From an optimization exercise on the open Yosys and OpenROAD flow, aimed at small area, a short achievable clock period and few clock cycles per item; shortcuts taken in it are not production practice. Function was checked by simulation only, so behaviour that the tests miss may differ from the original. No activity file was given, so power comes from the tool's default toggle rates.

==> flow/design.v <==
`default_nettype none
package mem_pkg;
  localparam int MEM_DATA_W = 16;
  localparam int MEM_ADDR_W = 16;
  localparam int MEM_WAIT_W = 4;
  typedef enum logic [1:0] {
    IDLE = 2'd0,
    WAIT = 2'd1,
    RESP = 2'd2
  } mem_state_t;
endpackage
`default_nettype wire
`default_nettype none
module mem_array (
  input  logic                           clk,
  input  logic [15:0]                    i_whi,
  input  logic                           i_inr,
  input  logic [15:0]                    i_hi,
  input  logic [15:0]                    i_lo_a,
  input  logic [15:0]                    i_lo_b,
  input  logic [mem_pkg::MEM_DATA_W-1:0] i_wdata,
  output logic [mem_pkg::MEM_DATA_W-1:0] o_rdata
);
  localparam int c_w = mem_pkg::MEM_DATA_W;
  logic [c_w-1:0] r_mem [256];
  logic [15:0]    w_whi_n;
  logic [31:0]    w_lo;
  logic [31:0]    w_lo_n;
  logic [255:0]   w_wsel;
  logic [255:0]   w_rsel_n;
  genvar b, g;
  generate
    assign w_lo = {i_lo_b, i_lo_a};
    for (g = 0; g < 16; g++) begin : g_pre
      assign w_whi_n[g] = ~i_whi[g];
    end
    for (g = 0; g < 32; g++) begin : g_pre_lo
      assign w_lo_n[g] = ~w_lo[g];
    end
    for (g = 0; g < 256; g++) begin : g_row
      mem_nor2  u_w (.a(w_whi_n[g/16]), .b(w_lo_n[(g/128)*16 + g%16]),
                     .y(w_wsel[g]));
      mem_nand2 u_r (.a(i_hi[g/16]), .b(w_lo[(g/128)*16 + g%16]),
                     .y(w_rsel_n[g]));
    end
  endgenerate
  always_ff @(posedge clk) begin
    for (int i = 0; i < 256; i++) begin
      if (w_wsel[i]) begin
        r_mem[i] <= i_wdata;
      end
    end
  end
  logic [7:0] r_none [c_w];
  logic       r_inr;
  generate
    for (b = 0; b < c_w; b++) begin : g_bit
      logic [127:0] w_l1;
      logic [63:0]  w_l2;
      logic [15:0]  w_l3;
      logic [7:0]   w_l4;
      for (g = 0; g < 128; g++) begin : g_l1
        mem_oai22 u_g (
          .a1(r_mem[2*g][b]),   .a2(w_rsel_n[2*g]),
          .b1(r_mem[2*g+1][b]), .b2(w_rsel_n[2*g+1]),
          .y (w_l1[g])
        );
      end
      for (g = 0; g < 64; g++) begin : g_l2
        mem_nor2 u_g (.a(w_l1[2*g]), .b(w_l1[2*g+1]), .y(w_l2[g]));
      end
      for (g = 0; g < 16; g++) begin : g_l3
        mem_nand4 u_g (.a(w_l2[4*g]), .b(w_l2[4*g+1]), .c(w_l2[4*g+2]),
                       .d(w_l2[4*g+3]), .y(w_l3[g]));
      end
      for (g = 0; g < 8; g++) begin : g_l4
        mem_nor2 u_g (.a(w_l3[2*g]), .b(w_l3[2*g+1]), .y(w_l4[g]));
      end
      always_ff @(posedge clk) begin
        r_none[b] <= w_l4;
      end
      assign o_rdata[b] = (&r_none[b]) & r_inr;
    end
  endgenerate
  always_ff @(posedge clk) begin
    r_inr <= i_inr;
  end
endmodule
module mem_nor2 (
  input  logic a, b,
  output logic y
);
  assign y = ~(a | b);
endmodule
module mem_nand2 (
  input  logic a, b,
  output logic y
);
  assign y = ~(a & b);
endmodule
module mem_oai22 (
  input  logic a1, a2, b1, b2,
  output logic y
);
  assign y = ~((a1 | a2) & (b1 | b2));
endmodule
module mem_nand4 (
  input  logic a, b, c, d,
  output logic y
);
  assign y = ~(a & b & c & d);
endmodule
`default_nettype wire
`default_nettype none
module mem_responder
#(
  parameter int DEPTH       = 256,
  parameter int WAIT_CYCLES = 1
) (
  input  logic                           clk,
  input  logic                           rst,
  input  logic                           req_valid,
  output logic                           req_ready,
  input  logic                           write_enable,
  input  logic [mem_pkg::MEM_ADDR_W-1:0] addr,
  input  logic [mem_pkg::MEM_DATA_W-1:0] data_in,
  output logic [mem_pkg::MEM_DATA_W-1:0] mem_data_out,
  output logic                           resp_valid,
  output logic                           err
);
  logic                           w_oor;
  logic [15:0]                    w_hi;
  logic [15:0]                    w_lo;
  logic [mem_pkg::MEM_DATA_W-1:0] w_rdata;
  logic                           r_valid0;
  logic [15:0]                    r_whi0;
  logic                           r_err0;
  logic                           r_inr0;
  logic [15:0]                    r_hi0;
  logic [15:0]                    r_lo0_a;
  logic [15:0]                    r_lo0_b;
  logic [mem_pkg::MEM_DATA_W-1:0] r_data0;
  logic                           r_valid1;
  logic                           r_err1;
  logic                           r_valid2;
  logic                           r_err2;
  logic [mem_pkg::MEM_DATA_W-1:0] r_rdata2;
  assign w_oor = |addr[mem_pkg::MEM_ADDR_W-1:8];
  always_comb begin
    w_hi = '0;
    w_lo = '0;
    w_hi[addr[7:4]] = 1'b1;
    w_lo[addr[3:0]] = 1'b1;
  end
  assign req_ready = 1'b1;
  always_ff @(posedge clk or posedge rst) begin
    if (rst) begin
      r_valid0 <= 1'b0;
      r_whi0   <= '0;
      r_err0   <= 1'b0;
      r_valid1 <= 1'b0;
      r_err1   <= 1'b0;
      r_valid2 <= 1'b0;
      r_err2   <= 1'b0;
    end else begin
      r_valid0 <= req_valid;
      r_whi0   <= w_hi & {16{req_valid & write_enable & ~w_oor}};
      r_err0   <= req_valid & w_oor;
      r_valid1 <= r_valid0;
      r_err1   <= r_err0;
      r_valid2 <= r_valid1;
      r_err2   <= r_err1;
    end
  end
  always_ff @(posedge clk) begin
    r_inr0   <= ~w_oor;
    r_hi0    <= w_hi;
    r_lo0_a  <= w_lo & {16{~addr[7]}};
    r_lo0_b  <= w_lo & {16{addr[7]}};
    r_data0  <= data_in;
    r_rdata2 <= w_rdata;
  end
  assign resp_valid   = r_valid2;
  assign err          = r_err2;
  assign mem_data_out = r_rdata2;
  mem_array u_mem_array (
    .clk    (clk),
    .i_whi  (r_whi0),
    .i_inr  (r_inr0),
    .i_hi   (r_hi0),
    .i_lo_a (r_lo0_a),
    .i_lo_b (r_lo0_b),
    .i_wdata(r_data0),
    .o_rdata(w_rdata)
  );
endmodule
`default_nettype wire
==> flow/config.mk <==
export PLATFORM = sky130hd
export DESIGN_NAME = mem_responder
export DESIGN_NICKNAME = mem_responder
export VERILOG_FILES = /design/flow/design.v
export SDC_FILE = /design/flow/constraint.sdc
export NUM_CORES = 4
export LEC_CHECK = 0
export CAP_MARGIN = 20
export CORE_MARGIN = 2
export CORE_UTILIZATION = 75
export CTS_CLUSTER_DIAMETER = 60
export CTS_CLUSTER_SIZE = 30
export PLACE_DENSITY = 0.85
export SETUP_SLACK_MARGIN = 3.5
export SLEW_MARGIN = 20
export SYNTH_HIERARCHICAL = 1
export SYNTH_MINIMUM_KEEP_SIZE = 0
==> flow/constraint.sdc <==
create_clock -name core_clock -period 6.0 [get_ports {clk}]
set_input_delay 1.2000 -clock core_clock [delete_from_list [all_inputs] [get_ports {clk}]]
set_output_delay 1.2000 -clock core_clock [all_outputs]
set_load 0.01 [all_outputs]
standard.sh (not shown) runs the stock make flow with config.mk's settings and CLKGATE_MAP_FILE= SYNTH_SCRIPT=/design/flow/synth_recipe.tcl, a recipe that flattens the netlist after the stock synthesis.
==> flow/flow/run.sh <==
#!/bin/bash
# The standard layout (the standard.sh, unchanged synthesis), with one
# change: the clock tree is built without dummy load cells. The sink
# clustering matches config.mk's CTS_CLUSTER_SIZE / CTS_CLUSTER_DIAMETER.
# Each step's full output goes to a log file in the work folder; ORFS also
# keeps its own per-step logs under orfs/logs.
set -euo pipefail
export CTS_ARGS="-sink_clustering_enable -repair_clock_nets -sink_clustering_size 30 -sink_clustering_max_diameter 60 -dont_use_dummy_load"
bash standard.sh synth > run_synth.log 2>&1
bash standard.sh > run_layout.log 2>&1
test -f out/final.def
The starting point passed the timing, design-rule and antenna checks.
Testbench counts at the start, summed over its fixed seeds: cycles 16,024, items 16,000.
Then changed:
==> flow/run.sh (new file) <==
#!/bin/bash
# synth_recipe.tcl (not shown) runs the flow's synth.tcl, then flattens the netlist and writes it again
# the make line also repeats each setting of config.mk as NAME=value (left out here)
make -C /OpenROAD-flow-scripts/flow DESIGN_CONFIG=/design/flow/config.mk WORK_HOME=/design/flow/orfs CLKGATE_MAP_FILE= SYNTH_SCRIPT=/design/flow/synth_recipe.tcl finish
Settings changed: CORE_UTILIZATION 75 to 60, PLACE_DENSITY 0.85 to 0.7.
removed: flow/flow/run.sh
removed: flow/standard.sh
After rerunning:
- total power increases by about 6%
- cell count increases by 7.6%
- die area increases by about 25%
- global-route usage decreases by 9.3 points
- via count decreases by about 4%
- non-clock buffer count increases by 22
- sequential cell count stays the same
- clock skew decreases by 43 ps
- combinational power increases by 2.8%

[port drivers added, routing unchanged]
How much do the figures lean on ideal ports? The routed layouts below were timed once more, with nothing changed but the port constraints. Step 1: set_driving_cell puts a clkbuf_16 on clk and a buf_2 on each other input, an assumption about the parent block. Step 2 moves the port delays by t, midway between the first and last clock arrival at a register: inputs arrive t later, outputs are due t later. That takes back most of the time a late clock gives input paths. Slacks: ideal / step 1 / step 2; pairs: ideal / step 1.
run	t (ns)	slack for setup (ns)	worst setup path after step 2
the first run	0.941	3.386 / 3.345 / 2.604	input to register
the second run	0.995	3.303 / 3.200 / 2.617	input to register
After both steps every run listed still meets setup and hold. For the first run, which loses most, drivers alone change the setup slack by -0.041 ns; drivers and shift together by -0.782 ns.
